This design comes from an exercise in tuning for small area, a short achievable clock period and few clock cycles per item on the open sky130 flow, not from production work.
In this exercise RTL edits were held to simulation tests only and were not proved equivalent to the original.
Power and IR drop assume default switching activity.

### flow/config.mk
export PLATFORM = sky130hd
export DESIGN_NAME = connection_searcher
export DESIGN_NICKNAME = connection_searcher
export VERILOG_FILES = /design/flow/design.v
export SDC_FILE = /design/flow/constraint.sdc
export NUM_CORES = 4
export LEC_CHECK = 0
export CAP_MARGIN = 20
export CORE_MARGIN = 2
export CORE_UTILIZATION = 35
export SLEW_MARGIN = 20
### flow/constraint.sdc
create_clock -name core_clock -period 5.5 [get_ports {clk}]
set_input_delay 1.1000 -clock core_clock [delete_from_list [all_inputs] [get_ports {clk}]]
set_output_delay 1.1000 -clock core_clock [all_outputs]
set_load 0.01 [all_outputs]
### flow/design.v
`default_nettype none
package conn_pkg;
	localparam logic [1:0] PKT_TAIL = 2'b10;  
	localparam logic [5:0] FLAG_FIN = 6'h01;
	localparam logic [5:0] FLAG_SYN = 6'h02;
	localparam logic [5:0] FLAG_RST = 6'h04;
	localparam logic [5:0] FLAG_ACK = 6'h10;
	typedef struct packed {
		logic [31:0] src_ip;
		logic [31:0] dst_ip;
		logic [15:0] src_port;
		logic [15:0] dst_port;
	} flow_key_t;  
	typedef logic [5:0] tcp_flags_t;
	typedef struct packed {
		flow_key_t  key;
		tcp_flags_t flags;
	} key_rec_t;  
	typedef struct packed {
		logic [1:0]  hd_tag;  
		logic [3:0]  spare;
		flow_key_t   flow_key;
		tcp_flags_t  tcp_flags;
		logic [25:0] rest;  
	} meta_t;  
	typedef logic [8:0]  conn_idx_t;  
	typedef logic [15:0] sim_key_t;
	typedef struct packed {
		logic      valid;
		sim_key_t  sim_key;
		logic [6:0] spare;
		conn_idx_t idx;
	} hash_entry_t;  
	typedef enum logic [1:0] {
		CLOSED      = 2'd0,
		REQUESTED   = 2'd1,
		ESTABLISHED = 2'd2
	} tcp_state_e;
	typedef struct packed {
		flow_key_t  flow_key;
		logic       dir;  
		tcp_state_e cli_state;
		tcp_state_e ser_state;
		conn_idx_t  next_idx;  
	} conn_entry_t;  
	typedef struct packed {
		logic        aging;  
		conn_entry_t entry;
	} conn_read_t;
	typedef struct packed {
		logic forward;  
		logic pkt_in;
		logic reserved;
		logic conn_start;
		logic conn_end;
		logic state_change;
		logic time_out;  
		logic conn_setup;
		logic new_flow;
		logic every_pkt;
	} event_map_t;
	typedef struct packed {
		logic [2:0] zero;
		logic       dir;
		tcp_state_e cli_state;
		tcp_state_e ser_state;
	} conn_state_t;
	typedef struct packed {
		logic [15:0] flow_id;  
		conn_state_t state;
		logic [7:0]  events;  
	} pkt_in_info_t;
endpackage
`default_nettype wire
`timescale 1ns/1ps
`default_nettype none
module connection_searcher (
	input  wire              clk,
	input  wire              reset,
	input  wire              meta_valid,
	input  conn_pkg::meta_t             meta,
	output logic             hash_valid,
	output conn_pkg::conn_idx_t        hash_1,
	output conn_pkg::conn_idx_t        hash_2,
	input  conn_pkg::hash_entry_t       hash_entry_1,
	input  conn_pkg::hash_entry_t       hash_entry_2,
	output logic             conn_rd,
	output logic             conn_wr,
	output logic             aging_wr,
	output conn_pkg::conn_idx_t        conn_idx,
	output conn_pkg::conn_entry_t      conn_wdata,
	input  conn_pkg::conn_read_t        conn_rdata,
	output logic             event_valid,
	output conn_pkg::event_map_t       events,
	output conn_pkg::pkt_in_info_t     pkt_in_info
);
	localparam int NW = 8;  
	localparam int WB = 3;  
	localparam int QD = 32 - NW;  
	localparam int QB = 5;
	logic          hdr_skip;  
	logic          is_header;
	logic [101:0]  kmem [QD];  
	logic [QB-1:0] kwp, rp;
	logic [QB:0]   kcnt;
	logic          kfull;
	logic          alloc;
	logic [95:0]   hkey;
	logic [5:0]    hflg;
	function automatic logic [QB-1:0] qnext(input logic [QB-1:0] p);
		qnext = (p == QB'(QD - 1)) ? '0 : p + 1'b1;
	endfunction
	assign is_header = meta_valid && !hdr_skip;
	assign kfull = (kcnt == (QB + 1)'(QD));
	assign hkey = kmem[rp][101:6];
	assign hflg = kmem[rp][5:0];
	always_ff @(posedge clk or negedge reset) begin
		if (!reset) begin
			hdr_skip <= 1'b0;
			kwp <= '0;
			rp <= '0;
			kcnt <= '0;
		end else begin
			if (meta_valid) hdr_skip <= (meta.hd_tag != conn_pkg::PKT_TAIL);
			if (is_header) kwp <= qnext(kwp);
			if (alloc) rp <= qnext(rp);
			case ({is_header, alloc})
				2'b10: kcnt <= kcnt + 1'b1;
				2'b01: kcnt <= kcnt - 1'b1;
				default: ;
			endcase
		end
	end
	always_ff @(posedge clk) begin
		if (!kfull) kmem[kwp] <= {meta.flow_key, meta.tcp_flags};
	end
	logic [NW-1:0]        busy;  
	logic [NW-1:0]        done;
	logic [NW-1:0]        pend;  
	logic [NW-1:0]        live;  
	logic [NW-1:0]        stale;  
	logic [NW-1:0][95:0]  wkey;
	logic [NW-1:0][5:0]   wflg;
	logic [NW-1:0][8:0]   wcur;  
	logic [NW-1:0][8:0]   wnxt;  
	logic [NW-1:0]        wfwd;
	logic [NW-1:0]        wdir;
	logic [NW-1:0][3:0]   wst;  
	logic [NW-1:0]        wovr;  
	logic          shift;  
	logic [NW-1:0] apos;  
	logic [WB-1:0] anum;
	assign shift = busy[0] && done[0];
	assign alloc = (kcnt != '0) && !busy[NW-1];
	always_comb begin
		apos = '0;
		anum = '0;
		for (int i = 0; i < NW; i++) begin
			if (!busy[i] && (i == 0 || busy[i-1])) begin
				apos[i] = 1'b1;
				anum = WB'(i);
			end
		end
	end
	logic [15:0]   fold_src;
	logic [15:0]   fold_dst;
	logic          hv1, hv2, bqv;  
	logic [15:0]   sk0, sk1, sk2;  
	logic [WB-1:0] hw0, hw1, hw2, bqw;  
	logic [8:0]    bqidx;  
	logic          bqzero;
	logic          hit1, hit2;
	assign fold_src = hkey[79:64] ^ hkey[31:16];
	assign fold_dst = hkey[47:32] ^ hkey[15:0];
	assign hit1 = hash_entry_1.valid && (hash_entry_1.sim_key == sk2);
	assign hit2 = hash_entry_2.valid && (hash_entry_2.sim_key == sk2);
	always_ff @(posedge clk or negedge reset) begin
		if (!reset) begin
			hash_valid <= 1'b0;
			hv1 <= 1'b0;
			hv2 <= 1'b0;
			bqv <= 1'b0;
		end else begin
			hash_valid <= alloc;
			hv1 <= hash_valid;
			hv2 <= hv1;
			bqv <= hv2;
		end
	end
	always_ff @(posedge clk) begin
		if (alloc) begin
			hash_1 <= fold_src[8:0];
			hash_2 <= fold_dst[8:0];
			sk0 <= fold_src ^ fold_dst;
		end
		hw0 <= anum - WB'(shift);
		sk1 <= sk0;
		sk2 <= sk1;
		hw1 <= hw0 - WB'(shift);
		hw2 <= hw1 - WB'(shift);
		bqw <= hw2 - WB'(shift);
		bqidx <= hit1 ? hash_entry_1.idx : hit2 ? hash_entry_2.idx : 9'd0;  
		bqzero <= !(hit1 ? (hash_entry_1.idx != '0) : hit2 && (hash_entry_2.idx != '0));
	end
	logic          t1v, t2v, t3v, t4v, rqv;
	logic [WB-1:0] t1w, t2w, t3w, t4w, rqw;  
	logic [95:0]   ckey;  
	logic [95:0]   rkey;
	logic [95:0]   cswap;
	logic          rq_hit, rq_fwd, rq_age, rq_dir, rq_end;
	logic [3:0]    rq_st;
	logic [8:0]    rq_nxt;
	assign rkey = conn_rdata.entry.flow_key;
	assign cswap = {ckey[63:32], ckey[95:64], ckey[15:0], ckey[31:16]};
	logic          cwrite;
	logic          rq_step;
	logic          bq_step;
	logic [NW-1:0] need;
	logic [NW-1:0] nsel;
	logic [WB-1:0] nnum;
	logic          rd_rq, rd_bq, rd_need;
	logic          issue;
	logic [WB-1:0] iss_w;
	logic [8:0]    iss_idx;
	assign cwrite = shift && live[0];
	assign rq_step = rqv && !rq_hit && !rq_end;
	assign bq_step = bqv && !bqzero;
	assign need = busy & ~done & ~pend;
	always_comb begin
		nsel = '0;
		nnum = '0;
		for (int i = NW - 1; i >= 0; i--) begin
			if (need[i]) begin
				nsel = '0;
				nsel[i] = 1'b1;
				nnum = WB'(i);
			end
		end
	end
	assign rd_rq = !cwrite && rq_step;
	assign rd_bq = !cwrite && !rq_step && bq_step;
	assign rd_need = !cwrite && !rq_step && !bq_step && (need != '0);
	assign issue = rd_rq || rd_bq || rd_need;
	always_comb begin
		iss_w = nnum;
		iss_idx = wcur[nnum];
		if (rq_step) begin
			iss_w = rqw;
			iss_idx = rq_nxt;
		end else if (bq_step) begin
			iss_w = bqw;
			iss_idx = bqidx;
		end
	end
	always_ff @(posedge clk or negedge reset) begin
		if (!reset) begin
			t1v <= 1'b0;
			t2v <= 1'b0;
			t3v <= 1'b0;
			t4v <= 1'b0;
			rqv <= 1'b0;
		end else begin
			t1v <= issue;
			t2v <= t1v;
			t3v <= t2v;
			t4v <= t3v;
			rqv <= t4v;
		end
	end
	always_ff @(posedge clk) begin
		t1w <= iss_w - WB'(shift);
		t2w <= t1w - WB'(shift);
		t3w <= t2w - WB'(shift);
		t4w <= t3w - WB'(shift);
		rqw <= t4w - WB'(shift);
		ckey <= wkey[t3w];
		rq_hit <= (rkey == ckey) || (rkey == cswap);
		rq_fwd <= (rkey == ckey);
		rq_age <= conn_rdata.aging;
		rq_dir <= conn_rdata.entry.dir;
		rq_st <= {conn_rdata.entry.cli_state, conn_rdata.entry.ser_state};
		rq_nxt <= conn_rdata.entry.next_idx;
		rq_end <= (conn_rdata.entry.next_idx == '0);
	end
	logic [3:0]    snp_st;  
	logic [NW-1:0] snp;
	assign snp_st = {conn_wdata.cli_state, conn_wdata.ser_state};
	always_comb begin
		for (int w = 0; w < NW; w++) snp[w] = conn_wr && (conn_idx == wcur[w]);
	end
	logic [NW:0]        u_busy, u_done, u_pend, u_live, u_stale, u_fwd, u_dir, u_ovr;
	logic [NW:0][95:0]  u_key;
	logic [NW:0][5:0]   u_flg;
	logic [NW:0][8:0]   u_cur, u_nxt;
	logic [NW:0][3:0]   u_st;
	always_comb begin
		for (int w = 0; w < NW; w++) begin
			u_busy[w] = busy[w];
			u_done[w] = done[w];
			u_pend[w] = pend[w];
			u_live[w] = live[w];
			u_stale[w] = stale[w];
			u_fwd[w] = wfwd[w];
			u_dir[w] = wdir[w];
			u_ovr[w] = wovr[w];
			u_key[w] = wkey[w];
			u_flg[w] = wflg[w];
			u_cur[w] = wcur[w];
			u_nxt[w] = wnxt[w];
			u_st[w] = wst[w];
			if (bqv && bqw == WB'(w)) begin
				u_cur[w] = bqidx;
				u_ovr[w] = 1'b0;
				u_done[w] = bqzero;  
				u_pend[w] = rd_bq;
			end else if (rqv && rqw == WB'(w)) begin
				if (rq_hit) begin
					u_done[w] = 1'b1;
					u_pend[w] = 1'b0;
					u_live[w] = !rq_age;
					u_stale[w] = rq_age;
					u_fwd[w] = rq_fwd;
					u_dir[w] = rq_dir;
					u_nxt[w] = rq_nxt;
					if (snp[w]) u_st[w] = snp_st;
					else if (!wovr[w]) u_st[w] = rq_st;
				end else if (rq_end) begin
					u_done[w] = 1'b1;  
					u_pend[w] = 1'b0;
				end else begin
					u_cur[w] = rq_nxt;  
					u_ovr[w] = 1'b0;
					u_pend[w] = rd_rq;
				end
			end else if (snp[w]) begin
				u_st[w] = snp_st;
				u_ovr[w] = 1'b1;
			end
			if (rd_need && nsel[w]) u_pend[w] = 1'b1;
			if (alloc && apos[w]) begin
				u_busy[w] = 1'b1;
				u_done[w] = 1'b0;
				u_pend[w] = 1'b1;  
				u_live[w] = 1'b0;
				u_stale[w] = 1'b0;
				u_key[w] = hkey;
				u_flg[w] = hflg;
			end
		end
		u_busy[NW] = 1'b0;
		u_done[NW] = 1'b0;
		u_pend[NW] = 1'b0;
		u_live[NW] = 1'b0;
		u_stale[NW] = 1'b0;
		u_fwd[NW] = 1'b0;
		u_dir[NW] = 1'b0;
		u_ovr[NW] = 1'b0;
		u_key[NW] = hkey;
		u_flg[NW] = hflg;
		u_cur[NW] = '0;
		u_nxt[NW] = '0;
		u_st[NW] = '0;
	end
	always_ff @(posedge clk or negedge reset) begin
		if (!reset) begin
			busy <= '0;
		end else begin
			for (int w = 0; w < NW; w++) busy[w] <= shift ? u_busy[w+1] : u_busy[w];
		end
	end
	always_ff @(posedge clk) begin
		for (int w = 0; w < NW; w++) begin
			done[w] <= shift ? u_done[w+1] : u_done[w];
			pend[w] <= shift ? u_pend[w+1] : u_pend[w];
			live[w] <= shift ? u_live[w+1] : u_live[w];
			stale[w] <= shift ? u_stale[w+1] : u_stale[w];
			wfwd[w] <= shift ? u_fwd[w+1] : u_fwd[w];
			wdir[w] <= shift ? u_dir[w+1] : u_dir[w];
			wovr[w] <= shift ? u_ovr[w+1] : u_ovr[w];
			wkey[w] <= shift ? u_key[w+1] : u_key[w];
			wflg[w] <= shift ? u_flg[w+1] : u_flg[w];
			wcur[w] <= shift ? u_cur[w+1] : u_cur[w];
			wnxt[w] <= shift ? u_nxt[w+1] : u_nxt[w];
			wst[w] <= shift ? u_st[w+1] : u_st[w];
		end
	end
	logic [3:0]  c_st;
	logic [5:0]  c_flg;
	logic        c_side;  
	logic [95:0] c_key;  
	logic [3:0]  n_st;
	logic        chg, ev_start, ev_end, ev_setup;
	logic [9:0]  live_ev;
	assign c_st = snp[0] ? snp_st : wst[0];  
	assign c_flg = wflg[0];
	assign c_side = wdir[0] ^ !wfwd[0];
	assign c_key = wfwd[0] ? wkey[0] : {wkey[0][63:32], wkey[0][95:64], wkey[0][15:0], wkey[0][31:16]};
	always_comb begin
		n_st = c_st;
		chg = 1'b0;
		ev_start = 1'b0;
		ev_end = 1'b0;
		ev_setup = 1'b0;
		if (!c_side) begin
			case (c_st[3:2])
				2'd1: begin
					if (c_flg == conn_pkg::FLAG_ACK) begin
						n_st = {2'd2, 2'd2};
						chg = 1'b1;
						ev_setup = 1'b1;
					end else if (c_flg[2]) begin
						n_st = {2'd0, 2'd0};
						chg = 1'b1;
						ev_end = 1'b1;
					end
				end
				2'd2: begin
					if (c_flg[0] || c_flg[2]) begin
						n_st[3:2] = 2'd0;
						if (c_flg[2]) n_st[1:0] = 2'd0;
						chg = 1'b1;
						ev_end = 1'b1;
					end
				end
				default: ;
			endcase
		end else begin
			case (c_st[1:0])
				2'd0: begin
					if (c_flg == (conn_pkg::FLAG_SYN | conn_pkg::FLAG_ACK)) begin
						n_st[1:0] = 2'd1;
						chg = 1'b1;
						ev_start = 1'b1;
					end
				end
				2'd2: begin
					if (c_flg[0]) begin
						n_st[1:0] = 2'd0;
						chg = 1'b1;
						ev_end = 1'b1;
					end
				end
				default: ;
			endcase
		end
	end
	assign live_ev = {3'b000, ev_start, ev_end, chg, 1'b0, ev_setup, 1'b0, 1'b1};
	always_ff @(posedge clk or negedge reset) begin
		if (!reset) begin
			conn_rd <= 1'b0;
			conn_wr <= 1'b0;
			aging_wr <= 1'b0;
			event_valid <= 1'b0;
		end else begin
			conn_rd <= issue;
			conn_wr <= cwrite && chg;
			aging_wr <= cwrite;
			event_valid <= shift;
		end
	end
	always_ff @(posedge clk) begin
		conn_idx <= cwrite ? wcur[0] : iss_idx;
		if (cwrite) conn_wdata <= {c_key, wdir[0], n_st, wnxt[0]};
		if (shift) begin
			if (live[0]) begin
				events <= live_ev;
				pkt_in_info <= {7'd0, wcur[0], 3'd0, wdir[0], n_st, live_ev[7:0]};
			end else begin
				events <= 10'h102;
				pkt_in_info <= {7'd0, (stale[0] ? wcur[0] : 9'd0), 8'd0, 8'h02};
			end
		end
	end
endmodule
`default_nettype wire
### flow/run.sh
#!/bin/bash
# synth_recipe.tcl (not shown) runs the flow's synth.tcl, then flattens the netlist and writes it again
# the make line also repeats each setting of config.mk as NAME=value (left out here)
make -C /OpenROAD-flow-scripts/flow DESIGN_CONFIG=/design/flow/config.mk WORK_HOME=/design/flow/orfs CLKGATE_MAP_FILE= SYNTH_SCRIPT=/design/flow/synth_recipe.tcl finish
==> insert_results.sql <==
INSERT INTO impl_metrics (metric_group, metric, value, unit) VALUES
('synth', 'synth-adder-area-share', '0.00246', ''),
('worst_setup_path', 'endpoint_kind', 'register', ''),
('status', 'run_status', 'finished clean', ''),
('worst_setup_path', 'crit_path_top_delay_cell', 'sky130_fd_sc_hd__dfrtp_4', ''),
('placement', 'place.gp.congestion', '0.898', ''),
('synth', 'synth_compound_area_frac', '0.0709', ''),
('synth', 'synth_top_family_by_area', 'multiplexers', ''),
('route', 'antenna_violating_nets_post_route', '0', ''),
('flow_run', 'max_cap_violations', '0', ''),
('sta', 'final_number_of_max_transition_violations', '0', ''),
('worst_setup_path', 'worst_ep_arrival', '4.84', 'ns'),
('floorplanning', 'initial_util', '0.352', ''),
('worst_setup_path', 'worst-path-buf-inv', '1', ''),
('power_and_ir_drop', 'total_power', '121', 'mW'),
('power_and_ir_drop', 'total_leakage_power', '62.7', 'nW'),
('synth', 'synthDominantCellAreaShare', '0.513', ''),
('synth', 'ys_ff_latch', '3889', ''),
('floorplanning', 'fp-row-count', '248', ''),
('cts', 'cts-hold-fix-buffers', '0', ''),
('route', 'wl', '468000', 'um'),
('synth', 'synthesis.instances', '10781', ''),
('sta', 'holdWs', '0.323', 'ns'),
('floorplanning', 'die_y', '681', 'um'),
('route', 'drc', '0', ''),
('synth', 'synth_xor_xnor_area_share', '0.0202', ''),
('global_route', 'grt.total_usage', '0.196', ''),
('route', 'wl_per_cell', '26.6', 'um'),
('worst_setup_path', 'critical-path-max-stage-delay', '0.99', 'ns'),
('power_and_ir_drop', 'max-vdd-ir-drop', '0.634', 'mV'),
('cts', 'cts-root-to-sink-buffers', '4', ''),
('worst_setup_path', 'path_common_cell', 'sky130_fd_sc_hd__mux4_2', ''),
('synth', 'synth_largest_area_cell', 'sky130_fd_sc_hd__edfxtp_1', ''),
('cts', 'clk_pin_slew', '0.06', 'ns'),
('synth', 'muxShareOfSynthArea', '0.170', ''),
('synth', 'synth.yosys.seq_area_share', '0.657', ''),
('route', 'via_count', '95223', ''),
('cts', 'cts.root.buffer_cell', 'sky130_fd_sc_hd__clkbuf_16', ''),
('synth', 'synth_area_leaders', 'sky130_fd_sc_hd__edfxtp_1 (51%), sky130_fd_sc_hd__dfxtp_1 (14%), sky130_fd_sc_hd__mux4_2 (12%)', ''),
('worst_setup_path', 'kind_of_critical_path', 'register to register', ''),
('cts', 'numCtsBuffers', '405', ''),
('cts', 'cts_sinks', '3889', ''),
('placement', 'io_buffer_count', '438', ''),
('cts', 'cts_repair_resize_count', '0', ''),
('layout', 'design.final.nets', '11477', ''),
('floorplanning', 'die_boundary_width', '681', 'um'),
('worst_setup_path', 'crit_path_start_kind', 'register', ''),
('cts', 'postCtsSetupBuffers', '0', ''),
('global_route', 'grt_start_max_net_pins', '158', ''),
('floorplanning', 'placeableCoreArea', '456000', 'um2'),
('synth', 'async_flop_share', '0.00951', ''),
('global_route', 'first_global_vias', '91894', ''),
('sta', 'slew_headroom', '0.201', ''),
('sta', 'achievable-frequency', '245', 'MHz'),
('synth', 'syn_area', '161000', 'um2'),
('sta', 'finalHoldViolCount', '0', ''),
('worst_setup_path', 'worstPathCellList', 'buf_4, mux4_2, mux4_2, o21ai_2, nor2_1, a211oi_1, a21oi_1', ''),
('worst_setup_path', 'timing.reg2reg.setup_slack', '1.42', 'ns'),
('layout', 'layout-drive-gt1-share', '0.186', ''),
('sta', 'fin_worst_skew', '0.110', 'ns'),
('global_route', 'globalRouteOverflowTotal', '0', ''),
('sta', 'worst-slew-pin-transition', '1.20', 'ns'),
('layout', 'final_util', '0.408', ''),
('cts', 'insertion_delay', '1.02', 'ns'),
('worst_hold_path', 'min_path_type', 'register to register', ''),
('sta', 'tns', '0', 'ns'),
('layout', 'nFillCells', '41244', ''),
('sta', 'period_utilization_post_route', '0.743', ''),
('floorplanning', 'io_pins', '498', ''),
('worst_setup_path', 'timing.critical_path.fanout_max', '69', ''),
('cts', 'cts_htree_levels', '5', ''),
('route', 'detail_route.iter0.violations', '10028', '');
path summary, 6_finish.rpt:
kind | startpoint | to | cells after the start
worst max-delay path | rp[1] | wkey[186] | 7
worst min-delay path | t3v | t4v | 0
worst max register to register | rp[1] | wkey[186] | 7
worst min register to register | t3v | t4v | 0
max in group asynchronous | reset | rp[2] | 2
min in group asynchronous | reset | rqv | 2
where the power goes:
group	switching (mW)	leakage, nW	total, mW	internal (mW)
combinational	29.0	21.4	48.5	19.5
clock	11.7	6.55	27.6	15.9
sequential	5.35	34.8	45.4	40.0
state kept, by name, summed over array words and instances, names as in the netlist, 17 cells and up:
| register | flops |
|---|---|
| ckey | 96 |
| wflg | 48 |
| pkt_in_info | 17 |
| conn_wdata | 110 |
| wst | 32 |
| wcur | 72 |
| kmem | 2448 |
| wkey | 768 |
| wnxt | 72 |
stage by stage:
stage	setup slack, ns	cell area [um2]
floorplan	-0.366	161000
global placement	1.19	173000
detailed placement	1.21	173000
CTS	1.42	186000
global route	1.22	186000
finish	1.42	186000
layout by cell type (no fill, tap or decap), types with 226 or more instances in the layout:
cell type / synthesis / final
sky130_fd_sc_hd__clkdlybuf4s50_1: 0 / 437
sky130_fd_sc_hd__mux2_2: 226 / 226
sky130_fd_sc_hd__a21oi_1: 802 / 801
sky130_fd_sc_hd__mux4_2: 842 / 842
sky130_fd_sc_hd__edfxtp_1: 2743 / 2743
sky130_fd_sc_hd__clkbuf_16: 0 / 413
sky130_fd_sc_hd__o21ai_0: 376 / 374
sky130_fd_sc_hd__dfxtp_1: 1109 / 1106
sky130_fd_sc_hd__nor2_1: 949 / 919
sky130_fd_sc_hd__mux2i_1: 573 / 573
sky130_fd_sc_hd__nand2_1: 628 / 622
metal layers:
metal | vias up | GRT usage | share of wire
li1 | 42138 | - | -
met1 | 48949 | 0.271 | 0.43
met2 | 3431 | 0.320 | 0.47
met3 | 659 | 0.0379 | 0.075
met4 | 46 | 0.0462 | 0.024
met5 | - | 0 | 0.00058
cell usage after synthesis, drive strengths merged (11+ instances only):
cell type and number:
dfrtp 37, mux2i 573, nand2 630, inv 65
a32oi 36, nor4 66, a22oi 48, nor3 91
o22ai 146, clkbuf 479, o221ai 12, xor2 211
or2 11, buf 287, nand3 95, nand4 46
mux2 226, nor2b 84, dfxtp 1109, a31oi 41
nor2 949, xnor2 147, nor3b 14, o21ai 461
a21o 15, a211oi 85, nand2b 91, ha 30
mux4 842, o211ai 145, edfxtp 2743, and2 12
a21oi 866
kinds of logic after synthesis:
| kind of cell | after synthesis |
|---|---|
| flip-flops | 3889 |
| buffers and inverters | 832 |
| multiplexers | 1641 |
| XOR/XNOR | 358 |
| adder cells (fa/ha/maj) | 31 |
| AND/OR/NAND/NOR | 2121 |
| AO/OA/AOI/OAI | 1908 |
| other | 1 |
final cells by class:
type | count | area (um2) | area share
sequential | 3889 | 106000 | 0.566
multi-input combinational | 6074 | 51900 | 0.278
clock buffer | 552 | 11200 | 0.0602
tap | 6125 | 7660 | 0.0411
timing repair buffer | 696 | 7490 | 0.0402
clock inverter | 210 | 2230 | 0.0120
inverter | 66 | 262 | 0.00140
antenna | 26 | 65.1 | 0.000349
Testbench counts, summed over its fixed seeds: cycles 14,064, items 4,800.

==> afterwards: timing with drivers on the ports <==
No port has a modelled driver above. Below, the same layout with a new extraction and two added sets of constraints.
Step 1 sets driving cells, clkbuf_16 on the clock port and buf_2 on the other inputs (assumed; they add their load-dependent delay and slew).
Step 2 times the ports against the registers' clock, not the clock port: input delays grow and output delays shrink by t, the midpoint of the rising clock arrivals with the driver on.
Three values: no drivers, after step 1, after step 2; two values: the first two.
shift t [ns]: 1.071
setup WS [ns]: 1.415 / 1.415 / 1.350
hold WS [ns]: 0.323 / 0.249 / 0.323
clock arrival spread, ns: 0.126 / 0.125
After both steps setup and hold are still met in this run. The setup slack of this run moves by 0.000 ns with the drivers and by -0.065 ns with both steps.
